This is an optimization exercise on Yosys and OpenROAD, whose aim is small area, not a production implementation. RTL that was checked went through simulation tests only; none was proved equivalent to the original. Function not checked in run 1: the RTL went through the layout flow alone. Power and IR drop assume default switching activity.

## flow/design.v (module list and top-level ports; edited modules follow where they fit)
// module dpd_fa: 10 lines
// module dpd_ha: 9 lines
// module dpd_bsel: 10 lines
// module dpd_o22ai: 9 lines
// module dpd_xor2: 7 lines
// module dpd_mulrnd: 1316 lines
// module dpd_aoi222: 6 lines
// module dpd_rdbit: 12 lines
// module dpd_sync_fifo: 15 lines
// module dpd_output_stage: 114 lines
module dpd_output_stage (
  input  logic               clk,
  input  logic               rst_n,
  input  logic               ENABLE,
  input  logic               valid_in,
  input  logic signed [15:0] y_in_re,
  input  logic signed [15:0] y_in_im,
  input  logic signed [15:0] gain,
  input  logic               clr_status,
  input  logic               dac_ready,
  output logic               dac_valid,
  output logic signed [15:0] dac_re,
  output logic signed [15:0] dac_im,
  output logic               fifo_full,
  output logic               fifo_empty,
  output logic [4:0]         fifo_level,
  output logic               overflow,
  output logic [15:0]        sat_count
);
  // ...
==> flow/flow/run.sh <==
#!/bin/bash
# Standard layout, with the port buffers made from the smallest buffer cell.
set -e
export BUFFER_PORTS_ARGS="-buffer_cell sky130_fd_sc_hd__buf_1"
bash standard.sh > standard.log 2>&1
==> flow/standard.sh <==
#!/bin/bash
# synth_recipe.tcl (not shown) runs the flow's synth.tcl, then flattens the netlist and writes it again
# the make line also repeats each setting of config.mk as NAME=value (left out here)
make -C /OpenROAD-flow-scripts/flow DESIGN_CONFIG=/design/flow/config.mk WORK_HOME=/design/flow/orfs CLKGATE_MAP_FILE= SYNTH_SCRIPT=/design/flow/synth_recipe.tcl "${@:-finish}"
==> flow/config.mk <==
export PLATFORM = sky130hd
export DESIGN_NAME = dpd_output_stage
export DESIGN_NICKNAME = dpd_output_stage
export VERILOG_FILES = /design/flow/design.v
export SDC_FILE = /design/flow/constraint.sdc
export NUM_CORES = 4
export LEC_CHECK = 0
export CAP_MARGIN = 20
export CORE_MARGIN = 2
export CORE_UTILIZATION = 40
export CTS_CLUSTER_DIAMETER = 150
export CTS_CLUSTER_SIZE = 25
export SLEW_MARGIN = 20
export SYNTH_HIERARCHICAL = 1
==> flow/constraint.sdc <==
create_clock -name core_clock -period 7.5 [get_ports {clk}]
set_input_delay 1.5000 -clock core_clock [delete_from_list [all_inputs] [get_ports {clk}]]
set_output_delay 1.5000 -clock core_clock [all_outputs]
set_load 0.01 [all_outputs]
==> impl_metrics.toml, run 1 <==
[run_status]
outcome = "no timing/DRC/antenna violations"

[clock_network]
clock-sinks = 602
cts_max_path_buffers = 3
ctsResizeCount = 0
insertion_delay_ns = 0.60
worst_setup_hold_path_clk_slew_ns = 0.09

[die]
design.portCount = 111
n_tap_cell = 1050
die_height_um = 285

[global_route]
grt_pass1_wl_mm = 125

[route]
drt-wirelength-per-cell_um = 22.7

[critical_path]
path_delay_family = "adder cells"
setup.reg_to_reg.worst_slack_ns = 4.90

[sta]
final_setup_fails = 0
worstMarginPinSlew_ns = 1.03
timing.clock.skew_ns = 0.0305

[cells_and_area]
multi_input_area_sq_mm = 0.0139
seq_share_pct = 49.5
layout.nets = 2808
largest_reg_flops = 512
multi_input_cells = 1510
area_share_nonclk_buffers_pct = 3.31

[logic_synthesis]
ys_top_cells_by_count = "edfxtp_1, xor2_1, o22ai_1"
fraction_of_the_mapped_netlist_area_in_adder_cells_pct = 15.6
yosys.area_share.simple_pct = 5.19
synth.most_common_cell = "edfxtp_1"

[placement]
gp_congestion = 0.897
place_ws_ns = 0.0992

[pwr]
power.clock.total_w = 0.00172
leakagePower_nw = 12.3
==> module dpd_output_stage, before the edit <==
module dpd_output_stage (
  input  logic               clk,
  input  logic               rst_n,
  input  logic               ENABLE,
  input  logic               valid_in,
  input  logic signed [15:0] y_in_re,
  input  logic signed [15:0] y_in_im,
  input  logic signed [15:0] gain,
  input  logic               clr_status,
  input  logic               dac_ready,
  output logic               dac_valid,
  output logic signed [15:0] dac_re,
  output logic signed [15:0] dac_im,
  output logic               fifo_full,
  output logic               fifo_empty,
  output logic [4:0]         fifo_level,
  output logic               overflow,
  output logic [15:0]        sat_count
);
  logic               r_s1_valid;
  logic        [15:0] r_s1_re, r_s1_im;
  logic               r_s1_sat;
  logic               r_s2_valid;
  logic        [15:0] r_s2_re, r_s2_im;
  logic               r_s2_sat;
  logic        [31:0] r_mem [16];
  logic        [4:0]  r_level;
  logic               r_overflow;
  logic        [15:0] r_sat_count;
  logic        [7:0]  w_one, w_two, w_neg;
  logic        [15:0] w_re, w_im;
  logic               w_sat_re, w_sat_im;
  logic               w_rd, w_wr;
  logic        [15:0] w_sel;
  logic        [511:0] w_mem;
  logic        [31:0] w_head;
  always_comb begin
    for (int i = 0; i < 8; i++) begin
      logic b0, b1, b2;
      b0 = (i == 0) ? 1'b0 : gain[2*i-1];
      b1 = gain[2*i];
      b2 = gain[2*i+1];
      w_neg[i] = b2;
      w_one[i] = b1 ^ b0;
      w_two[i] = (b2 & ~b1 & ~b0) | (~b2 & b1 & b0);
    end
  end
  dpd_mulrnd u_mul_re (.x(y_in_re), .one(w_one), .two(w_two), .neg(w_neg),
                       .sat(w_sat_re), .val(w_re));
  dpd_mulrnd u_mul_im (.x(y_in_im), .one(w_one), .two(w_two), .neg(w_neg),
                       .sat(w_sat_im), .val(w_im));
  always_ff @(posedge clk or negedge rst_n) begin
    if (!rst_n) begin
      r_s1_valid <= 1'b0;
      r_s2_valid <= 1'b0;
    end else begin
      r_s1_valid <= valid_in && ENABLE;
      r_s2_valid <= r_s1_valid;
    end
  end
  always_ff @(posedge clk) begin
    r_s1_re   <= w_re;
    r_s1_im   <= w_im;
    r_s1_sat  <= w_sat_re | w_sat_im;
    r_s2_re   <= r_s1_re;
    r_s2_im   <= r_s1_im;
    r_s2_sat  <= r_s1_sat;
  end
  assign fifo_full  = r_level[4];
  assign fifo_empty = (r_level == 5'd0);
  assign fifo_level = r_level;
  assign dac_valid  = !fifo_empty;
  assign w_rd = dac_valid && dac_ready;
  assign w_wr = r_s2_valid && (!fifo_full || w_rd);
  always_ff @(posedge clk or negedge rst_n) begin
    if (!rst_n)
      r_level <= 5'd0;
    else if (w_wr && !w_rd)
      r_level <= r_level + 5'd1;
    else if (w_rd && !w_wr)
      r_level <= r_level - 5'd1;
  end
  always_ff @(posedge clk) begin
    if (w_wr) begin
      r_mem[0] <= {r_s2_re, r_s2_im};
      for (int i = 1; i < 16; i++) r_mem[i] <= r_mem[i-1];
    end
  end
  always_comb begin
    for (int i = 0; i < 16; i++) begin
      w_sel[i] = (r_level == 5'(i + 1));
      w_mem[i*32 +: 32] = r_mem[i];
    end
  end
  dpd_sync_fifo #(.WIDTH(32)) u_rd (.i_mem(w_mem), .i_sel(w_sel), .o_rdata(w_head));
  assign dac_re = w_head[31:16];
  assign dac_im = w_head[15:0];
  always_ff @(posedge clk or negedge rst_n) begin
    if (!rst_n) begin
      r_sat_count <= 16'd0;
      r_overflow  <= 1'b0;
    end else if (clr_status) begin
      r_sat_count <= 16'd0;
      r_overflow  <= 1'b0;
    end else begin
      if (r_s2_valid && r_s2_sat && (r_sat_count != 16'hffff))
        r_sat_count <= r_sat_count + 16'd1;
      if (r_s2_valid && !w_wr)
        r_overflow <= 1'b1;
    end
  end
  assign overflow  = r_overflow;
  assign sat_count = r_sat_count;
endmodule
==> inputs of run 2 (changes only) <==
--- a/flow/design.v
+++ b/flow/design.v
@@ -45,29 +45,26 @@
   input  logic a,
   input  logic b,
   output logic y
 );
   assign y = a ^ b;
 endmodule
 module dpd_mulrnd (
   input  logic [15:0] x,
-  input  logic [7:0]  one,
-  input  logic [7:0]  two,
+  input  logic [7:0]  onen,
+  input  logic [7:0]  twon,
   input  logic [7:0]  neg,
   output logic        sat,
   output logic [15:0] val
 );
   logic [15:0] xn;
-  logic [7:0] onen, twon;
   assign xn = ~x;
-  assign onen = ~one;
-  assign twon = ~two;
   logic pp0_0;
-  assign pp0_0 = (one[0] & x[0]) ^ neg[0];
+  assign pp0_0 = (~onen[0] & x[0]) ^ neg[0];
   logic pp0_1;
   logic q0_1;
   dpd_o22ai u_q0_1 (.a1(onen[0]), .a2(xn[1]), .b1(twon[0]), .b2(xn[0]), .y(q0_1));
   dpd_xor2 u_pp0_1 (.a(q0_1), .b(neg[0]), .y(pp0_1));
   logic pp0_2;
   logic q0_2;
   dpd_o22ai u_q0_2 (.a1(onen[0]), .a2(xn[2]), .b1(twon[0]), .b2(xn[1]), .y(q0_2));
   dpd_xor2 u_pp0_2 (.a(q0_2), .b(neg[0]), .y(pp0_2));
@@ -125,17 +122,17 @@
   dpd_xor2 u_pp0_15 (.a(q0_15), .b(neg[0]), .y(pp0_15));
   logic pp0_16;
   logic q0_16;
   dpd_o22ai u_q0_16 (.a1(onen[0]), .a2(xn[15]), .b1(twon[0]), .b2(xn[15]), .y(q0_16));
   dpd_xor2 u_pp0_16 (.a(q0_16), .b(neg[0]), .y(pp0_16));
   logic npp0_16;
   assign npp0_16 = ~pp0_16;
   logic pp1_0;
-  assign pp1_0 = (one[1] & x[0]) ^ neg[1];
+  assign pp1_0 = (~onen[1] & x[0]) ^ neg[1];
   logic pp1_1;
   logic q1_1;
   dpd_o22ai u_q1_1 (.a1(onen[1]), .a2(xn[1]), .b1(twon[1]), .b2(xn[0]), .y(q1_1));
   dpd_xor2 u_pp1_1 (.a(q1_1), .b(neg[1]), .y(pp1_1));
   logic pp1_2;
   logic q1_2;
   dpd_o22ai u_q1_2 (.a1(onen[1]), .a2(xn[2]), .b1(twon[1]), .b2(xn[1]), .y(q1_2));
   dpd_xor2 u_pp1_2 (.a(q1_2), .b(neg[1]), .y(pp1_2));
@@ -193,17 +190,17 @@
   dpd_xor2 u_pp1_15 (.a(q1_15), .b(neg[1]), .y(pp1_15));
   logic pp1_16;
   logic q1_16;
   dpd_o22ai u_q1_16 (.a1(onen[1]), .a2(xn[15]), .b1(twon[1]), .b2(xn[15]), .y(q1_16));
   dpd_xor2 u_pp1_16 (.a(q1_16), .b(neg[1]), .y(pp1_16));
   logic npp1_16;
   assign npp1_16 = ~pp1_16;
   logic pp2_0;
-  assign pp2_0 = (one[2] & x[0]) ^ neg[2];
+  assign pp2_0 = (~onen[2] & x[0]) ^ neg[2];
   logic pp2_1;
   logic q2_1;
   dpd_o22ai u_q2_1 (.a1(onen[2]), .a2(xn[1]), .b1(twon[2]), .b2(xn[0]), .y(q2_1));
   dpd_xor2 u_pp2_1 (.a(q2_1), .b(neg[2]), .y(pp2_1));
   logic pp2_2;
   logic q2_2;
   dpd_o22ai u_q2_2 (.a1(onen[2]), .a2(xn[2]), .b1(twon[2]), .b2(xn[1]), .y(q2_2));
   dpd_xor2 u_pp2_2 (.a(q2_2), .b(neg[2]), .y(pp2_2));
@@ -261,17 +258,17 @@
   dpd_xor2 u_pp2_15 (.a(q2_15), .b(neg[2]), .y(pp2_15));
   logic pp2_16;
   logic q2_16;
   dpd_o22ai u_q2_16 (.a1(onen[2]), .a2(xn[15]), .b1(twon[2]), .b2(xn[15]), .y(q2_16));
   dpd_xor2 u_pp2_16 (.a(q2_16), .b(neg[2]), .y(pp2_16));
   logic npp2_16;
   assign npp2_16 = ~pp2_16;
   logic pp3_0;
-  assign pp3_0 = (one[3] & x[0]) ^ neg[3];
+  assign pp3_0 = (~onen[3] & x[0]) ^ neg[3];
   logic pp3_1;
   logic q3_1;
   dpd_o22ai u_q3_1 (.a1(onen[3]), .a2(xn[1]), .b1(twon[3]), .b2(xn[0]), .y(q3_1));
   dpd_xor2 u_pp3_1 (.a(q3_1), .b(neg[3]), .y(pp3_1));
   logic pp3_2;
   logic q3_2;
   dpd_o22ai u_q3_2 (.a1(onen[3]), .a2(xn[2]), .b1(twon[3]), .b2(xn[1]), .y(q3_2));
   dpd_xor2 u_pp3_2 (.a(q3_2), .b(neg[3]), .y(pp3_2));
@@ -329,17 +326,17 @@
   dpd_xor2 u_pp3_15 (.a(q3_15), .b(neg[3]), .y(pp3_15));
   logic pp3_16;
   logic q3_16;
   dpd_o22ai u_q3_16 (.a1(onen[3]), .a2(xn[15]), .b1(twon[3]), .b2(xn[15]), .y(q3_16));
   dpd_xor2 u_pp3_16 (.a(q3_16), .b(neg[3]), .y(pp3_16));
   logic npp3_16;
   assign npp3_16 = ~pp3_16;
   logic pp4_0;
-  assign pp4_0 = (one[4] & x[0]) ^ neg[4];
+  assign pp4_0 = (~onen[4] & x[0]) ^ neg[4];
   logic pp4_1;
   logic q4_1;
   dpd_o22ai u_q4_1 (.a1(onen[4]), .a2(xn[1]), .b1(twon[4]), .b2(xn[0]), .y(q4_1));
   dpd_xor2 u_pp4_1 (.a(q4_1), .b(neg[4]), .y(pp4_1));
   logic pp4_2;
   logic q4_2;
   dpd_o22ai u_q4_2 (.a1(onen[4]), .a2(xn[2]), .b1(twon[4]), .b2(xn[1]), .y(q4_2));
   dpd_xor2 u_pp4_2 (.a(q4_2), .b(neg[4]), .y(pp4_2));
@@ -397,17 +394,17 @@
   dpd_xor2 u_pp4_15 (.a(q4_15), .b(neg[4]), .y(pp4_15));
   logic pp4_16;
   logic q4_16;
   dpd_o22ai u_q4_16 (.a1(onen[4]), .a2(xn[15]), .b1(twon[4]), .b2(xn[15]), .y(q4_16));
   dpd_xor2 u_pp4_16 (.a(q4_16), .b(neg[4]), .y(pp4_16));
   logic npp4_16;
   assign npp4_16 = ~pp4_16;
   logic pp5_0;
-  assign pp5_0 = (one[5] & x[0]) ^ neg[5];
+  assign pp5_0 = (~onen[5] & x[0]) ^ neg[5];
   logic pp5_1;
   logic q5_1;
   dpd_o22ai u_q5_1 (.a1(onen[5]), .a2(xn[1]), .b1(twon[5]), .b2(xn[0]), .y(q5_1));
   dpd_xor2 u_pp5_1 (.a(q5_1), .b(neg[5]), .y(pp5_1));
   logic pp5_2;
   logic q5_2;
   dpd_o22ai u_q5_2 (.a1(onen[5]), .a2(xn[2]), .b1(twon[5]), .b2(xn[1]), .y(q5_2));
   dpd_xor2 u_pp5_2 (.a(q5_2), .b(neg[5]), .y(pp5_2));
@@ -465,17 +462,17 @@
   dpd_xor2 u_pp5_15 (.a(q5_15), .b(neg[5]), .y(pp5_15));
   logic pp5_16;
   logic q5_16;
   dpd_o22ai u_q5_16 (.a1(onen[5]), .a2(xn[15]), .b1(twon[5]), .b2(xn[15]), .y(q5_16));
   dpd_xor2 u_pp5_16 (.a(q5_16), .b(neg[5]), .y(pp5_16));
   logic npp5_16;
   assign npp5_16 = ~pp5_16;
   logic pp6_0;
-  assign pp6_0 = (one[6] & x[0]) ^ neg[6];
+  assign pp6_0 = (~onen[6] & x[0]) ^ neg[6];
   logic pp6_1;
   logic q6_1;
   dpd_o22ai u_q6_1 (.a1(onen[6]), .a2(xn[1]), .b1(twon[6]), .b2(xn[0]), .y(q6_1));
   dpd_xor2 u_pp6_1 (.a(q6_1), .b(neg[6]), .y(pp6_1));
   logic pp6_2;
   logic q6_2;
   dpd_o22ai u_q6_2 (.a1(onen[6]), .a2(xn[2]), .b1(twon[6]), .b2(xn[1]), .y(q6_2));
   dpd_xor2 u_pp6_2 (.a(q6_2), .b(neg[6]), .y(pp6_2));
@@ -533,17 +530,17 @@
   dpd_xor2 u_pp6_15 (.a(q6_15), .b(neg[6]), .y(pp6_15));
   logic pp6_16;
   logic q6_16;
   dpd_o22ai u_q6_16 (.a1(onen[6]), .a2(xn[15]), .b1(twon[6]), .b2(xn[15]), .y(q6_16));
   dpd_xor2 u_pp6_16 (.a(q6_16), .b(neg[6]), .y(pp6_16));
   logic npp6_16;
   assign npp6_16 = ~pp6_16;
   logic pp7_0;
-  assign pp7_0 = (one[7] & x[0]) ^ neg[7];
+  assign pp7_0 = (~onen[7] & x[0]) ^ neg[7];
   logic pp7_1;
   logic q7_1;
   dpd_o22ai u_q7_1 (.a1(onen[7]), .a2(xn[1]), .b1(twon[7]), .b2(xn[0]), .y(q7_1));
   dpd_xor2 u_pp7_1 (.a(q7_1), .b(neg[7]), .y(pp7_1));
   logic pp7_2;
   logic q7_2;
   dpd_o22ai u_q7_2 (.a1(onen[7]), .a2(xn[2]), .b1(twon[7]), .b2(xn[1]), .y(q7_2));
   dpd_xor2 u_pp7_2 (.a(q7_2), .b(neg[7]), .y(pp7_2));
@@ -1412,63 +1409,62 @@
   output logic signed [15:0] dac_im,
   output logic               fifo_full,
   output logic               fifo_empty,
   output logic [4:0]         fifo_level,
   output logic               overflow,
   output logic [15:0]        sat_count
 );
   logic               r_s1_valid;
-  logic        [15:0] r_s1_re, r_s1_im;
-  logic               r_s1_sat;
+  logic        [15:0] r_s1_re, r_s1_im, r_s1_gain;
   logic               r_s2_valid;
   logic        [15:0] r_s2_re, r_s2_im;
   logic               r_s2_sat;
   logic        [31:0] r_mem [16];
   logic        [4:0]  r_level;
   logic               r_overflow;
   logic        [15:0] r_sat_count;
-  logic        [7:0]  w_one, w_two, w_neg;
+  logic        [7:0]  w_onen, w_twon, w_neg;
   logic        [15:0] w_re, w_im;
   logic               w_sat_re, w_sat_im;
   logic               w_rd, w_wr;
   logic        [15:0] w_sel;
   logic        [511:0] w_mem;
   logic        [31:0] w_head;
   always_comb begin
     for (int i = 0; i < 8; i++) begin
       logic b0, b1, b2;
-      b0 = (i == 0) ? 1'b0 : gain[2*i-1];
-      b1 = gain[2*i];
-      b2 = gain[2*i+1];
+      b0 = (i == 0) ? 1'b0 : r_s1_gain[2*i-1];
+      b1 = r_s1_gain[2*i];
+      b2 = r_s1_gain[2*i+1];
       w_neg[i] = b2;
-      w_one[i] = b1 ^ b0;
-      w_two[i] = (b2 & ~b1 & ~b0) | (~b2 & b1 & b0);
+      w_onen[i] = ~(b1 ^ b0);
+      w_twon[i] = ~((b2 & ~b1 & ~b0) | (~b2 & b1 & b0));
     end
   end
-  dpd_mulrnd u_mul_re (.x(y_in_re), .one(w_one), .two(w_two), .neg(w_neg),
+  dpd_mulrnd u_mul_re (.x(r_s1_re), .onen(w_onen), .twon(w_twon), .neg(w_neg),
                        .sat(w_sat_re), .val(w_re));
-  dpd_mulrnd u_mul_im (.x(y_in_im), .one(w_one), .two(w_two), .neg(w_neg),
+  dpd_mulrnd u_mul_im (.x(r_s1_im), .onen(w_onen), .twon(w_twon), .neg(w_neg),
                        .sat(w_sat_im), .val(w_im));
   always_ff @(posedge clk or negedge rst_n) begin
     if (!rst_n) begin
       r_s1_valid <= 1'b0;
       r_s2_valid <= 1'b0;
     end else begin
       r_s1_valid <= valid_in && ENABLE;
       r_s2_valid <= r_s1_valid;
     end
   end
   always_ff @(posedge clk) begin
-    r_s1_re   <= w_re;
-    r_s1_im   <= w_im;
-    r_s1_sat  <= w_sat_re | w_sat_im;
-    r_s2_re   <= r_s1_re;
-    r_s2_im   <= r_s1_im;
-    r_s2_sat  <= r_s1_sat;
+    r_s1_re   <= y_in_re;
+    r_s1_im   <= y_in_im;
+    r_s1_gain <= gain;
+    r_s2_re   <= w_re;
+    r_s2_im   <= w_im;
+    r_s2_sat  <= w_sat_re | w_sat_im;
   end
   assign fifo_full  = r_level[4];
   assign fifo_empty = (r_level == 5'd0);
   assign fifo_level = r_level;
   assign dac_valid  = !fifo_empty;
   assign w_rd = dac_valid && dac_ready;
   assign w_wr = r_s2_valid && (!fifo_full || w_rd);
   always_ff @(posedge clk or negedge rst_n) begin
==> run 2 against run 1 <==
  * Still clean on timing, DRC and antenna
  * Sequential share of layout area rose by 0.86 points
  * Synthesized area rose by 0.67%
  * Via count fell by 0.66%
  * First-iteration DRC count fell by 7.9%
  * Cell count fell by 1.5%
  * Sequential power barely moved
  * Worst setup slack got worse by 0.016 ns
  * Synthesized cell count fell by 1.2%
  * Clock power rose by 5%
  * Largest power group unchanged
==> impl_metrics.toml, run 2 <==
[pwr]
switching_share_pct = 43.4
seq_power_share_pct = 28.7
power.internal_w = 0.00855
irDropWorstVdd_mv = 0.424
leakagePower_nw = 12.3
pwr-share-clk_pct = 11.9
share_comb_of_total_power_pct = 59.4
power.density_cell_area_mw_per_mm2 = 432
net-switching-power_w = 0.00655

[logic_synthesis]
synth_async_sr_flop_share_pct = 3.89
mapped_nets = 2569
ys_top_cells_by_count = "edfxtp_1, xor2_1, o22ai_1"
synth_top_cell_by_area = "edfxtp_1"
fraction_of_the_mapped_netlist_area_in_adder_cells_pct = 15.5
syn_avg_cell_area_sq_um = 14.3
synth_seq_cells = 617
combinational_family_with_the_most_area_after_synthesis = "adder cells"
synth_compound_area_share_pct = 13.4
synth.most_common_cell = "edfxtp_1"
syn_inst = 2229
synth_mux_area_share_pct = 0.251
yosys.area_share.simple_pct = 5.37
synth_cell_type_count = 65
synthXorXnorAreaFrac_pct = 8.72
ys_top_cells_by_area = "edfxtp_1, fa_1, xor2_1"
synth_top_area_share_pct = 48.2
synth-seq-area-share_pct = 55.2
ys_warn_count = 8
synth_area_sq_mm = 0.0319
synth_edf_count = 512
synth_ff_type = "edfxtp_1"

[route]
drc = 0
detailroute.via_count = 21000
drt-wirelength-per-cell_um = 23.7
detail-route-antenna-nets = 0
routed_wl_mm = 82.6
first_drt_iteration_drcs = 2512
drt_pre_antenna_iters = 9
post_drt_via_cell_ratio = 6.02

[critical_path]
cpMostUsedCell = "fa_1"
worst-setup-path-type = "reg2reg"
critical_path.cell_chain = "nor2_1, a21oi_2, o22ai_1, xor2_1, fa_1, fa_1, fa_1, fa_1, ha_1, a21o_1, a21o_1, a221oi_2, o22ai_1, nor3_1, mux2i_1, nor2_1, o22ai_2, a21oi_1"
critical_path_startpoint_category = "register"
cp_data_arrival_time_ns = 7.26
worst_path_largest_cell_delay_ns = 0.81
critical_path.slowest_cell = "dfxtp_2"
required_ns = 7.96
end_kind = "register"
crit_fanout = 24

[global_route]
grt_antenna_before_repair = 0
gr-usage-all-layers_pct = 19.6
number_of_global_route_vias_before_repair = 21200
grt_pass1_wl_mm = 127
overflow = 0
grt_start_max_net_pins = 193

[die]
rows = 103
fp.dieW_um = 286
design.core.area_sq_mm = 0.0790
die_area_sq_mm = 0.0820
design.portCount = 111
floorplan.initialDensity_pct = 40.4
die_height_um = 286

[clock_network]
insertion_delay_ns = 0.63
cts_max_path_buffers = 3
ctsResizeCount = 0
cts-htree-levels = 1
tritoncts = "built"
postCtsHoldBufs = 0
cts-root-buf = "clkbuf_16"
worst_setup_hold_path_clk_slew_ns = 0.10
tritoncts.num_buffers = 29
postCtsSetupBuffers = 0
clock-sinks = 617

[job]
maxCapViolCount = 0

[cells_and_area]
layout_common_cells = "edfxtp_1, xor2_1, o22ai_1"
filler_cell_count = 7047
layout_commonest_cell = "edfxtp_1"
largest_register = "r_mem"
antenna-diode-count = 0
layout-area-overhead-vs-synth_pct = 9.61
largest_reg_flops = 512
layout-drive-gt1-share_pct = 7.27
post-route-cell-area_sq_mm = 0.0350
layout.nets = 2753

[sta]
max-slew-margin-rel_pct = 25.9
timing.final.ws_setup_ns = 0.698
final-hold-violation-count = 0
slew_violations = 0
finalCritPeriodShare_pct = 90.7
final_setup_fails = 0
rsz0062_at_grt = "false"
max_freq_mhz = 147
period_needed_ns = 6.80
timing.clock.skew_ns = 0.0401
worstMarginPinSlew_ns = 1.11

[worst_hold_path]
worst_hold_path_type = "reg2reg"

[placement]
place.port_buffers = 110
place_ws_ns = 0.582
placedInstanceArea_sq_mm = 0.0341
dp.final_hpwl_mm = 51.8
gp_congestion = 0.882

[run_status]
outcome = "no timing/DRC/antenna violations"
run 2: changes by cell type in the layout (fill, tap and decap cells not counted), sizes merged, moves of 9 or more:
cell	before	now
nand2	88	72
a21oi	57	66
dfxtp	66	81
nor2	38	53
xor2	283	274
o22ai	274	264
xnor2	33	42
nand2b	9	27
inv	127	99
buf	191	167
run 2: logic make-up (layout without fill, tap and decap cells):
logic type                 after synthesis  count (layout)
muxes                                    8               8
DFF                                    617             617
AOI/OAI and AO/OA                      573             573
adders and majority gates              288             288
and+or+nand+nor                        317             317
xor gates and xnor gates               316             316
buffers and inverters                  110             317
run 2: stage by stage:
stage	hold slack (ns)	util (%)	cells	setup TNS (ns)	total power, W
5_1_grt	0.384	44.3	3486	0	0.0163
3_5_place_dp	0.337	43.2	3432	0	0.0133
2_1_floorplan	0.331	-	2229	-1495.40	0.0110
4_1_cts	0.359	44.2	3486	0	0.0152
3_3_place_gp	0.336	43.2	3432	0	0.0131
6_report	0.357	44.3	3486	0	0.0151
run 2: critical path: cells and delay by family, from the launching register on:
kind,cells,cell delay [ns]
XOR/XNOR,1,0.21
AND/OR/NAND/NOR,3,0.57
multiplexers,1,0.30
AO/OA/AOI/OAI,8,2.52
adder cells (fa/ha/maj),5,2.19
flip-flops,1,0.81
run 2: routing by layer:
| metal | global-route usage [%] | wire length [um] | share of wire, % | up-vias |
|---|---|---|---|---|
| li1 | - | - | - | 9253 |
| met1 | 27.7 | 35000 | 42 | 10700 |
| met2 | 32.3 | 39600 | 48 | 942 |
| met3 | 2.73 | 6590 | 8.0 | 89 |
| met4 | 4.35 | 1460 | 1.8 | 0 |
| met5 | 0 | 0 | 0 | - |
run 2: power groups by stage:
stage / logic [W] / clock network, W / registers [W]
2_1_floorplan: 0.00662 / 0 / 0.00441
3_3_place_gp: 0.00873 / 0 / 0.00439
6_report: 0.00897 / 0.00180 / 0.00433
4_1_cts: 0.00897 / 0.00188 / 0.00433
5_1_grt: 0.00994 / 0.00199 / 0.00436
3_5_place_dp: 0.00891 / 0 / 0.00440
run 2: worst paths after layout:
| kind | startpoint | endpoint | slack, ns | cells after the start |
|---|---|---|---|---|
| worst max-delay path | r_s1_gain[9]$_DFF_P_ | r_s2_im[1]$_DFF_P_ | 0.70 | 18 |
| worst min-delay path | r_s1_valid$_DFF_PN0_ | r_s2_valid$_DFF_PN0_ | 0.36 | 0 |
| worst max register to register | r_s1_gain[9]$_DFF_P_ | r_s2_im[1]$_DFF_P_ | 0.70 | 18 |
| worst min register to register | r_s1_valid$_DFF_PN0_ | r_s2_valid$_DFF_PN0_ | 0.36 | 0 |
| max in group asynchronous | rst_n | r_sat_count[0]$_DFFE_PN0P_ | 6.41 | 2 |
| min in group asynchronous | rst_n | r_level[3]$_DFFE_PN0P_ | 0.84 | 2 |
run 2: final cells by class:
cell class / instances / area (sq um) / area share (%)
multi-input cells: 1502 / 14000 / 39.9
flip-flops and latches: 617 / 17600 / 50.4
clock inverters: 3 / 45.0 / 0.129
inverters: 96 / 360 / 1.03
repair buffers: 167 / 866 / 2.48
well taps: 1050 / 1310 / 3.76
clock buffers: 51 / 808 / 2.31
run 2: modules after synthesis, one instance, submodules excluded, excerpt:
module	area, sq um	cells
dpd_mulrnd	1640	226
dpd_fa	20.0	1
dpd_rdbit	16.3	3
dpd_o22ai	6.26	1
dpd_ha	12.5	1
dpd_output_stage	18700	797
dpd_aoi222	10.0	1
dpd_xor2	8.76	1
==> inputs of run 3 (changes only) <==
--- a/flow/config.mk
+++ b/flow/config.mk
@@ -7,7 +7,7 @@
 export LEC_CHECK = 0
 export CAP_MARGIN = 20
 export CORE_MARGIN = 2
-export CORE_UTILIZATION = 40
+export CORE_UTILIZATION = 60
 export CTS_CLUSTER_DIAMETER = 150
 export CTS_CLUSTER_SIZE = 25
 export SLEW_MARGIN = 20
==> run 3 against run 2 <==
  * Still clean on timing, DRC and antenna
  * Via count about the same
  * Design area decreased by 1.0%
  * Die area decreased by 33%
  * Sequential cell count did not move
  * Worst setup slack better by 0.079 ns
  * Count of clock-buffer cells in the layout shrank 1
  * Combinational power is 2.6% lower
  * Synthesized area is the same
  * Critical endpoint is now r_s2_re[3]$_DFF_P_
==> impl_metrics.toml, run 3 <==
[run_status]
outcome = "no timing/DRC/antenna violations"

[cells_and_area]
largest_register = "r_mem"
layout-drive-gt1-share_pct = 7.50
layout_commonest_cell = "edfxtp_1"
antenna-diode-count = 0
layout-area-overhead-vs-synth_pct = 8.46
largest_reg_flops = 512
post-route-cell-area_sq_mm = 0.0346
layout_common_cells = "edfxtp_1, xor2_1, o22ai_1"
filler_cell_count = 3933
final_util_pct = 65.8
layout.nets = 2758

[route]
first_drt_iteration_drcs = 2892
post_drt_via_cell_ratio = 6.71
route.top_layer_used = "met4"
drt-wirelength-per-cell_um = 25.0
routed_wl_mm = 78.2
detailroute.via_count = 21000
drc = 0
drt-met1-wl_mm = 33.0
met3WireLength_mm = 6.26
drt_pre_antenna_iters = 8
detail-route-antenna-nets = 0
dr_wl_met2_mm = 37.2

[critical_path]
critical_path_startpoint_category = "register"
cpMostUsedCell = "fa_1"
required_ns = 7.99
setup.reg_to_reg.worst_slack_ns = 0.78
critical_path.slowest_cell = "dfxtp_2"
crit_fanout = 24
reg2reg_to = "r_s2_re[3]$_DFF_P_"
logic_depth_of_the_worst_register_to_register_path = 19
rr_startpoint = "r_s1_gain[7]$_DFF_P_"
worst-setup-path-type = "reg2reg"
worst_path_largest_cell_delay_ns = 0.77
path_delay_family = "adder cells"
critical_path.cell_chain = "nor2_1, a21oi_2, buf_4, o22ai_1, xor2_1, fa_1, fa_1, fa_1, fa_1, ha_1, a21o_1, a21o_1, a221oi_2, o22ai_1, nor3_1, mux2i_1, nor2_1, o22ai_2, a21oi_1"
cp_data_arrival_time_ns = 7.22
end_kind = "register"
worst-path-buf-inv = 1

[logic_synthesis]
synth_area_sq_mm = 0.0319
synth_cell_type_count = 65
ys_top_cells_by_area = "edfxtp_1, fa_1, xor2_1"
synth_edf_count = 512
synth_async_sr_flop_share_pct = 3.89
mapped_nets = 2569
syn_inst = 2229
synth_seq_cells = 617
syn_avg_cell_area_sq_um = 14.3
synth-seq-area-share_pct = 55.2
synth_top_area_share_pct = 48.2
ys_top_cells_by_count = "edfxtp_1, xor2_1, o22ai_1"
synth_top_cell_by_area = "edfxtp_1"
synth.most_common_cell = "edfxtp_1"
ys_warn_count = 8
synth_ff_type = "edfxtp_1"

[pwr]
leakagePower_nw = 12.3
post-layout-total-power_w = 0.0149
switching_share_pct = 42.3
power.internal_w = 0.00859
seq_power_share_pct = 29.0
pwr-share-clk_pct = 12.4
share_comb_of_total_power_pct = 58.6
net-switching-power_w = 0.00631
power.density_cell_area_mw_per_mm2 = 431
irDropWorstVdd_mv = 0.537

[clock_network]
cts-htree-levels = 1
worst_setup_hold_path_clk_slew_ns = 0.10
cts_max_path_buffers = 3
cts-root-buf = "clkbuf_16"
tritoncts.num_buffers = 29
clock-sinks = 617
postCtsSetupBuffers = 0
insertion_delay_ns = 0.64
tritoncts = "built"
postCtsHoldBufs = 0
ctsResizeCount = 0

[worst_hold_path]
worst_hold_path_type = "reg2reg"
holdPathEnd = "r_s2_valid$_DFF_PN0_"
worst_hold_launch = "r_s1_valid$_DFF_PN0_"
hold-path-cell-count = 0

[die]
design.portCount = 111
die_area_sq_mm = 0.0550
fp.dieW_um = 235
floorplan.initialDensity_pct = 60.7
die_height_um = 235
design.core.area_sq_mm = 0.0526
rows = 84

[global_route]
grt_antenna_before_repair = 0
gr-usage-all-layers_pct = 28.0
grt_pass1_wl_mm = 119
overflow = 0
grt_start_max_net_pins = 218
number_of_global_route_vias_before_repair = 20500

[sta]
max_freq_mhz = 149
period_needed_ns = 6.72
timing.clock.skew_ns = 0.0187
worstMarginPinSlew_ns = 1.02
slew_violations = 0
final_setup_fails = 0
max-slew-margin-rel_pct = 31.5
final-hold-violation-count = 0
timing.final.ws_setup_ns = 0.777
rsz0062_at_grt = "false"
finalCritPeriodShare_pct = 89.6

[placement]
placedInstanceArea_sq_mm = 0.0337
place.port_buffers = 110
gp_congestion = 0.935
place_ws_ns = 0.899
dp.final_hpwl_mm = 49.4

[job]
maxCapViolCount = 0
==> run 3: stage by stage <==
step / setup TNS, ns / hold slack (ns) / std cells
floorplan: -1495.40 / 0.331 / 2229
global placement: 0 / 0.335 / 3074
detailed placement: 0 / 0.350 / 3074
CTS: 0 / 0.370 / 3128
global route: 0 / 0.371 / 3129
finish: 0 / 0.362 / 3129
==> run 3: worst max-delay path by stage <==
stage	startpoint	endpoint	cells after the start
2_1_floorplan	dac_ready	r_level[4]$_DFFE_PN0P_	7
3_3_place_gp	r_s1_gain[7]$_DFF_P_	r_s2_re[0]$_DFF_P_	19
3_5_place_dp	r_s1_gain[7]$_DFF_P_	r_s2_re[3]$_DFF_P_	19
4_1_cts	r_s1_gain[7]$_DFF_P_	r_s2_re[3]$_DFF_P_	19
5_1_grt	r_s1_gain[7]$_DFF_P_	r_s2_re[3]$_DFF_P_	19
6_report	r_s1_gain[7]$_DFF_P_	r_s2_re[3]$_DFF_P_	19
==> run 3: modules after synthesis (local to each module, per instance), excerpt <==
| module | copies in the design | cells | area, sq um | flip-flops and latches |
|---|---|---|---|---|
| dpd_mulrnd | 2 | 226 | 1640 | 0 |
| dpd_o22ai | 256 | 1 | 6.26 | 0 |
| dpd_output_stage | 1 | 797 | 18700 | 617 |
| dpd_ha | 34 | 1 | 12.5 | 0 |
| dpd_fa | 178 | 1 | 20.0 | 0 |
| dpd_aoi222 | 160 | 1 | 10.0 | 0 |
| dpd_rdbit | 32 | 3 | 16.3 | 0 |
| dpd_xor2 | 256 | 1 | 8.76 | 0 |
==> run 3: power groups by stage <==
stage | registers (W) | clock network, W | logic [W]
after floorplan | 0.00441 | 0 | 0.00662
after global placement | 0.00438 | 0 | 0.00853
after detailed placement | 0.00439 | 0 | 0.00871
after CTS | 0.00432 | 0.00190 | 0.00876
after global routing | 0.00435 | 0.00201 | 0.00972
final | 0.00432 | 0.00185 | 0.00874
==> run 3: metal layers <==
layer	global-route usage (%)	vias to the layer above
met5	0	-
met4	6.94	0
li1	-	9254
met2	45.0	961
met1	40.5	10700
met3	4.15	120
==> run 3: cell families (layout without fill, tap and decap cells) <==
| kind of cell | count (synthesis) | in the layout | share of synthesized area, % |
|---|---|---|---|
| compound gates | 573 | 573 | 13.4 |
| xor+xnor | 316 | 316 | 8.72 |
| fa+ha+maj | 288 | 288 | 15.5 |
| buf+inv | 110 | 322 | 1.53 |
| flops | 617 | 617 | 55.2 |
| mux | 8 | 8 | 0.251 |
| simple gates | 317 | 317 | 5.37 |
==> run 3: layout make-up <==
type,count,area [sq um],share of cell area (%)
flip-flops and latches,617,17600,50.9
multi-input cells,1502,14000,40.3
repair buffers,172,923,2.67
well taps,688,861,2.49
clock buffers,50,805,2.33
inverters,96,360,1.04
clock inverters,4,81.3,0.235
==> inputs of run 4 (changes only) <==
--- a/flow/config.mk
+++ b/flow/config.mk
@@ -7,8 +7,9 @@
 export LEC_CHECK = 0
 export CAP_MARGIN = 20
 export CORE_MARGIN = 2
-export CORE_UTILIZATION = 60
-export CTS_CLUSTER_DIAMETER = 150
-export CTS_CLUSTER_SIZE = 25
+export CORE_UTILIZATION = 40
+export CTS_BUF_LIST = sky130_fd_sc_hd__clkbuf_8
+export CTS_CLUSTER_DIAMETER = 100
+export CTS_CLUSTER_SIZE = 16
 export SLEW_MARGIN = 20
 export SYNTH_HIERARCHICAL = 1
==> run 4 against run 3 <==
  * Count of clock-buffer cells in the layout is 4 lower
  * Fmax is 1.3% lower
  * First-iteration DRC count is 7.3% lower
  * Worst setup slack worse by 0.090 ns
  * Synthesized cell count stayed put
  * Design area is 0.81% higher
  * Critical endpoint is now r_s2_re[0]$_DFF_P_
  * Largest power group unchanged
==> impl_metrics.toml, run 4 <==
[run_status]
outcome = "no timing/DRC/antenna violations"

[critical_path]
worst-setup-path-type = "reg2reg"
rr_startpoint = "r_s1_gain[9]$_DFF_P_"
end_kind = "register"
reg2reg_to = "r_s2_re[0]$_DFF_P_"
critical_path_startpoint_category = "register"
cp_data_arrival_time_ns = 7.32
crit_fanout = 24
setup.reg_to_reg.worst_slack_ns = 0.69
required_ns = 8.01
logic_depth_of_the_worst_register_to_register_path = 18

[worst_hold_path]
worst_hold_path_type = "reg2reg"
worst_hold_launch = "r_s1_valid$_DFF_PN0_"
holdPathEnd = "r_s2_valid$_DFF_PN0_"
hold-path-cell-count = 0

[die]
rows = 103
fp.dieW_um = 286
design.core.area_sq_mm = 0.0790
design.portCount = 111
die_area_sq_mm = 0.0820
die_height_um = 286
floorplan.initialDensity_pct = 40.4

[logic_synthesis]
mapped_nets = 2569
synth_cell_type_count = 65
combinational_family_with_the_most_area_after_synthesis = "adder cells"
synth_mux_area_share_pct = 0.251
syn_inst = 2229
syn_avg_cell_area_sq_um = 14.3
synth_edf_count = 512
synth_async_sr_flop_share_pct = 3.89
synth_ff_type = "edfxtp_1"
yosys.area_share.simple_pct = 5.37
synth_top_area_share_pct = 48.2
ys_warn_count = 8
synthXorXnorAreaFrac_pct = 8.72
fraction_of_the_mapped_netlist_area_in_adder_cells_pct = 15.5
synth_compound_area_share_pct = 13.4
synth_seq_cells = 617
ys_top_cells_by_area = "edfxtp_1, fa_1, xor2_1"
synth.most_common_cell = "edfxtp_1"
synth_top_cell_by_area = "edfxtp_1"
synth-seq-area-share_pct = 55.2
ys_top_cells_by_count = "edfxtp_1, xor2_1, o22ai_1"
synth_area_sq_mm = 0.0319

[global_route]
grt_pass1_wl_mm = 127
gr-usage-all-layers_pct = 19.8
grt_start_max_net_pins = 193
number_of_global_route_vias_before_repair = 21400
grt_antenna_before_repair = 2
overflow = 0

[sta]
rsz0062_at_grt = "false"
timing.clock.skew_ns = 0.0294
final_setup_fails = 0
finalCritPeriodShare_pct = 90.8
slew_violations = 0
period_needed_ns = 6.81
final-hold-violation-count = 0
max-slew-margin-rel_pct = 24.6
max_freq_mhz = 147
worstMarginPinSlew_ns = 1.13

[pwr]
seq_power_share_pct = 29.0
power.internal_w = 0.00838
share_comb_of_total_power_pct = 60.0
net-switching-power_w = 0.00656
pwr-share-clk_pct = 11.0
power.density_cell_area_mw_per_mm2 = 428
irDropWorstVdd_mv = 0.424
switching_share_pct = 43.9
leakagePower_nw = 12.3

[clock_network]
insertion_delay_ns = 0.67
clock-sinks = 617
cts-htree-levels = 2
worst_setup_hold_path_clk_slew_ns = 0.10
tritoncts = "built"
tritoncts.num_buffers = 45
cts_max_path_buffers = 3
postCtsHoldBufs = 0
ctsResizeCount = 0
cts-root-buf = "clkbuf_8"
postCtsSetupBuffers = 0

[placement]
placedInstanceArea_sq_mm = 0.0341
gp_congestion = 0.882
dp.final_hpwl_mm = 51.8
place.port_buffers = 110

[job]
maxCapViolCount = 0

[route]
detailroute.via_count = 21100
first_drt_iteration_drcs = 2682
drt_pre_antenna_iters = 10
post_drt_via_cell_ratio = 6.02
routed_wl_mm = 83.0
drt-wirelength-per-cell_um = 23.7
detail-route-antenna-nets = 0
drc = 0

[cells_and_area]
layout-area-overhead-vs-synth_pct = 9.34
layout_commonest_cell = "edfxtp_1"
layout-drive-gt1-share_pct = 7.99
largest_register = "r_mem"
final_util_pct = 44.1
post-route-cell-area_sq_mm = 0.0349
multi_input_area_sq_mm = 0.0140
largest_reg_flops = 512
filler_cell_count = 7068
layout.nets = 2769
layout_common_cells = "edfxtp_1, xor2_1, o22ai_1"
register_area_sq_mm = 0.0176
[run 4: cell types whose count changed in the layout (fill, tap and decap cells not counted), moves of 2 or more]
cell,change
clkbuf_1,-21
clkbuf_8,+46
clkbuf_16,-29
inv_1,+21
buf_4,-4
diode_2,+3
inv_16,-2
inv_6,+3
[run 4: worst max-delay path by stage]
stage / to / cells after the start / slack (ns) / start
4_1_cts: r_s2_im[1]$_DFF_P_ / 18 / 0.53 / r_s1_gain[9]$_DFF_P_
6_report: r_s2_re[0]$_DFF_P_ / 18 / 0.69 / r_s1_gain[9]$_DFF_P_
3_3_place_gp: r_s2_sat$_DFF_P_ / 19 / 0.88 / r_s1_gain[9]$_DFF_P_
2_1_floorplan: r_level[4]$_DFFE_PN0P_ / 7 / -3.87 / dac_ready
5_1_grt: r_s2_re[0]$_DFF_P_ / 18 / 0.31 / r_s1_gain[9]$_DFF_P_
3_5_place_dp: r_s2_im[1]$_DFF_P_ / 18 / 0.58 / r_s1_gain[9]$_DFF_P_
[run 4: through the flow]
step                hold slack, ns  std cells  total power, W  setup TNS [ns]  setup WS (ns)
floorplan                    0.331       2229          0.0110        -1495.40          -3.87
global placement             0.336       3432          0.0131               0          0.881
detailed placement           0.337       3432          0.0133               0          0.582
CTS                          0.386       3504          0.0150               0          0.533
global route                 0.414       3505          0.0161               0          0.312
finish                       0.379       3507          0.0149               0          0.687
[run 4: kinds of logic (layout without fill, tap and decap cells)]
family / after synthesis / count (layout)
flip-flops: 617 / 617
XOR/XNOR: 316 / 316
AND/OR/NAND/NOR: 317 / 317
adder cells (fa/ha/maj): 288 / 288
buffers and inverters: 110 / 335
multiplexers: 8 / 8
other: 0 / 3
AO/OA/AOI/OAI: 573 / 573
[run 4: power groups by stage]
stage          registers [W]  clock network [W]  logic [W]
2_1_floorplan        0.00441                  0    0.00662
3_3_place_gp         0.00439                  0    0.00873
3_5_place_dp         0.00440                  0    0.00891
4_1_cts              0.00433            0.00173    0.00898
5_1_grt              0.00436            0.00183    0.00994
6_report             0.00433            0.00165    0.00896
[run 4: cell type report]
class,count,area share [%]
Clock inverter,26,0.366
Multi-Input combinational cell,1502,40.0
Sequential cell,617,50.5
Inverter,96,1.03
Antenna cell,3,0.0215
Clock buffer,46,1.82
Tap cell,1050,3.77
Timing Repair Buffer,167,2.48
[run 4: per-layer routing]
metal	wire, um	up-vias	track usage [%]
met5	0	-	0
met4	1920	0	5.35
met3	6320	135	2.93
met2	39300	961	32.3
met1	35500	10700	27.7
li1	-	9276	-
[run 4: worst max-delay path: stages, from the launching register on]
cell     delay, ns
dfxtp_2       0.55
xnor2_2       0.93
buf_4         0.41
o22ai_1       0.13
xor2_1        0.24
fa_1          0.46
fa_1          0.40
fa_1          0.54
fa_1          0.47
ha_1          0.36
nand4_1       0.14
nor2_1        0.27
nand3_1       0.12
a31oi_1       0.33
o21a_1        0.25
o22a_2        0.23
xnor2_2       0.10
o22ai_2       0.54
a21oi_1       0.16
[run 4: Yosys stat by module, one instance, submodules excluded, a selection]
module | cells inside | flops+latches | area [sq um]
dpd_output_stage | 797 | 617 | 18700
dpd_mulrnd | 226 | 0 | 1640
dpd_fa | 1 | 0 | 20.0
dpd_rdbit | 3 | 0 | 16.3
dpd_ha | 1 | 0 | 12.5
dpd_aoi222 | 1 | 0 | 10.0
dpd_xor2 | 1 | 0 | 8.76
dpd_o22ai | 1 | 0 | 6.26
==> inputs of run 5 (changes only) <==
==> flow/flow/run.sh (replaced) <==
#!/bin/bash
# Standard layout, with the port buffers made from the smallest buffer cell
# and, after global routing, non-critical gates downsized (power recovery).
set -e
export BUFFER_PORTS_ARGS="-buffer_cell sky130_fd_sc_hd__buf_1"
export RECOVER_POWER=100
bash standard.sh > standard.log 2>&1
==> run 5 against run 4 <==
  * Largest power group unchanged
  * Combinational power fell by 2%
  * Global-route usage did not move
  * Now fails the layout checks on max-capacitance violations, max-slew violations
  * Highest routed layer unchanged
  * Sequential cell count did not move
  * Sequential share of layout area rose by 0.17 points
  * Power shrank 0.86%
  * Synthesized area stayed put
==> impl_metrics.toml, run 5 <==
[logic_synthesis]
mapped_nets = 2569
synth.most_common_cell = "edfxtp_1"
synth_seq_cells = 617
synth_top_area_share_pct = 48.2
synth_top_cell_by_area = "edfxtp_1"
synth_ff_type = "edfxtp_1"
synth_edf_count = 512
synth-seq-area-share_pct = 55.2
syn_avg_cell_area_sq_um = 14.3
ys_top_cells_by_area = "edfxtp_1, fa_1, xor2_1"
ys_warn_count = 8
syn_inst = 2229
ys_top_cells_by_count = "edfxtp_1, xor2_1, o22ai_1"
synth_area_sq_mm = 0.0319
synthXorXnorAreaFrac_pct = 8.72
fraction_of_the_mapped_netlist_area_in_adder_cells_pct = 15.5
synth_cell_type_count = 65
synth_compound_area_share_pct = 13.4
yosys.area_share.simple_pct = 5.37
synth_mux_area_share_pct = 0.251
combinational_family_with_the_most_area_after_synthesis = "adder cells"
synth_async_sr_flop_share_pct = 3.89

[route]
post_drt_via_cell_ratio = 6.05
drt_pre_antenna_iters = 11
detail-route-antenna-nets = 0
routed_wl_mm = 83.3
drt-wirelength-per-cell_um = 23.8
detailroute.via_count = 21200
first_drt_iteration_drcs = 2600
drc = 0

[sta]
hold_ws_ns = 0.384
worstMarginPinSlew_ns = 4.26
period_needed_ns = 6.89
rsz0062_at_grt = "false"
final_setup_fails = 0
max-slew-margin-rel_pct = -184
final-hold-violation-count = 0
max_freq_mhz = 145
slew_violations = 458
timing.clock.skew_ns = 0.0321
finalCritPeriodShare_pct = 91.9

[pwr]
power.density_cell_area_mw_per_mm2 = 426
leakagePower_nw = 12.3
irDropWorstVdd_mv = 0.426

[clock_network]
postCtsSetupBuffers = 0
tritoncts.num_buffers = 45
cts-root-buf = "clkbuf_8"
worst_setup_hold_path_clk_slew_ns = 0.10
insertion_delay_ns = 0.67
postCtsHoldBufs = 0
clock-sinks = 617
cts-htree-levels = 2
cts_max_path_buffers = 3
tritoncts = "built"
ctsResizeCount = 0

[cells_and_area]
layout_common_cells = "edfxtp_1, xor2_1, o22ai_1"
largest_register = "r_mem"
post-route-cell-area_sq_mm = 0.0348
layout-area-overhead-vs-synth_pct = 8.98
layout-drive-gt1-share_pct = 7.17
layout.nets = 2769
layout_commonest_cell = "edfxtp_1"
final_util_pct = 44.0
largest_reg_flops = 512
final_cells = 3506

[die]
die_area_sq_mm = 0.0820
rows = 103
floorplan.initialDensity_pct = 40.4
die_height_um = 286
design.portCount = 111
design.core.area_sq_mm = 0.0790
fp.dieW_um = 286

[global_route]
grt_start_max_net_pins = 193
overflow = 0
grt_pass1_wl_mm = 127
number_of_global_route_vias_before_repair = 21400
grt_antenna_before_repair = 2
gr-usage-all-layers_pct = 19.8

[run_status]
outcome = "finished with violations"
failed_layout_checks = "max-capacitance violations, max-slew violations"

[placement]
place_inst = 3432
dp.final_hpwl_mm = 51.8
placedInstanceArea_sq_mm = 0.0341
gp_congestion = 0.882
place.port_buffers = 110

[critical_path]
critical_path_startpoint_category = "register"
cpMostUsedCell = "fa_1"
crit_path_start = "r_s1_gain[9]$_DFF_P_"
required_ns = 7.99
critical_path.cell_chain = "xnor2_2, buf_4, o22ai_1, xor2_1, fa_1, fa_1, fa_1, fa_1, ha_1, nand4_1, nor2_1, nand3_1, a31oi_1, o21a_1, o22a_1, xnor2_1, o22ai_2, a21oi_1"
crit_fanout = 24
worst-setup-path-type = "reg2reg"
critical_path.slowest_cell = "xnor2_2"
end_kind = "register"
cp_data_arrival_time_ns = 7.39
rr_startpoint = "r_s1_gain[9]$_DFF_P_"
worst_path_largest_cell_delay_ns = 0.98

[job]
maxCapViolCount = 5

[worst_hold_path]
worst_hold_launch = "r_s1_valid$_DFF_PN0_"
worst_hold_path_type = "reg2reg"
## run 5: cell counts after synthesis
Identical to the previous run, type by type.
## run 5: per-layer routing
metal / vias to the layer above / track usage, % / part of all wire [%]
met3: 124 / 2.93 / 8.0
li1: 9280 / - / -
met4: 0 / 5.35 / 2.3
met2: 995 / 32.3 / 48
met5: - / 0 / 0
met1: 10800 / 27.7 / 42
## run 5: final timing paths
| kind | slack [ns] | endpoint | cells past startpoint |
|---|---|---|---|
| worst max-delay path | 0.61 | r_s2_re[10]$_DFF_P_ | 18 |
| worst min-delay path | 0.38 | r_s2_valid$_DFF_PN0_ | 0 |
| worst max register to register | 0.61 | r_s2_re[10]$_DFF_P_ | 18 |
| worst min register to register | 0.38 | r_s2_valid$_DFF_PN0_ | 0 |
| max in group asynchronous | 5.54 | r_level[2]$_DFFE_PN0P_ | 2 |
| min in group asynchronous | 1.17 | r_sat_count[12]$_DFFE_PN0P_ | 2 |
## run 5: critical path, delay by kind of cell, from the launching register on
| kind | cells | cell delay [ns] |
|---|---|---|
| compound gates | 6 | 1.61 |
| xor+xnor | 3 | 1.35 |
| fa+ha+maj | 5 | 2.23 |
| buf+inv | 1 | 0.41 |
| flops | 1 | 0.56 |
| simple gates | 3 | 0.53 |
## run 5: per-stage QoR
step | setup TNS, ns | power [W] | setup slack [ns]
after floorplan | -1495.40 | 0.0110 | -3.87
after global placement | 0 | 0.0131 | 0.881
after detailed placement | 0 | 0.0133 | 0.582
after CTS | 0 | 0.0150 | 0.533
after global routing | 0 | 0.0160 | 0.265
final | 0 | 0.0148 | 0.606
## run 5: power by group
group | switching, W | leakage (nW) | internal, W
clock network | 0.00107 | 0.468 | 0.000580
registers | 0.000192 | 5.72 | 0.00416
logic | 0.00521 | 6.11 | 0.00360
total | 0.00647 | 12.3 | 0.00834
## run 5: cell families after synthesis
kind of cell             Yosys count
AO/OA/AOI/OAI                    573
adder cells (fa/ha/maj)          288
multiplexers                       8
AND/OR/NAND/NOR                  317
flip-flops                       617
XOR/XNOR                         316
buffers and inverters            110
## run 5: layout make-up
class	instances	area [sq um]
fill	7096	44200
inverter	96	360
clock inverter	26	128
timing repair buffer	167	821
tap	1050	1310
clock buffer	46	633
sequential	617	17600
multi-input combinational	1502	13900
antenna	2	5.00
## run 5: per-module statistics from Yosys (local to each module, per instance), a selection
module | cells inside | times used | area [sq um] | flip-flops and latches
dpd_mulrnd | 226 | 2 | 1640 | 0
dpd_rdbit | 3 | 32 | 16.3 | 0
dpd_o22ai | 1 | 256 | 6.26 | 0
dpd_xor2 | 1 | 256 | 8.76 | 0
dpd_aoi222 | 1 | 160 | 10.0 | 0
dpd_fa | 1 | 178 | 20.0 | 0
dpd_output_stage | 797 | 1 | 18700 | 617
dpd_ha | 1 | 34 | 12.5 | 0

re-timing with driven ports:
How much do the figures lean on ideal ports? The routed layouts below were timed once more, with nothing changed but the port constraints.
Step 1, drivers: a clkbuf_16 drives clk and a buf_2 each remaining input, both assumed.
Step 2 also shifts input and output timing later by t, the mid clock arrival at the registers, as if the neighbouring blocks saw the same clock.
Slacks: ideal ports / drivers / drivers and shift; pairs: ideal ports / drivers.
| run | t (ns) | slack for setup (ns) | worst hold slack (ns) | clock arrival spread, ns | worst slew at a driven data input, ns |
|---|---|---|---|---|---|
| run 1 | 0.641 | 0.713 / 0.748 / 0.107 | 0.328 / 0.328 / 0.328 | 0.031 / 0.031 | 0.05 |
| run 2 | 0.669 | 0.698 / 0.698 / 0.698 | 0.357 / 0.357 / 0.357 | 0.044 / 0.045 | 0.04 |
| run 3 | 0.692 | 0.777 / 0.777 / 0.777 | 0.362 / 0.362 / 0.362 | 0.021 / 0.021 | 0.06 |
| run 4 | 0.715 | 0.687 / 0.687 / 0.687 | 0.379 / 0.379 / 0.379 | 0.030 / 0.030 | 0.04 |
| run 5 | 0.718 | 0.606 / 0.606 / 0.244 | 0.384 / 0.384 / 0.384 | 0.036 / 0.035 | 0.04 |
The setup slack of run 1, which loses most, moves by +0.035 ns with the drivers and by -0.606 ns with both steps.
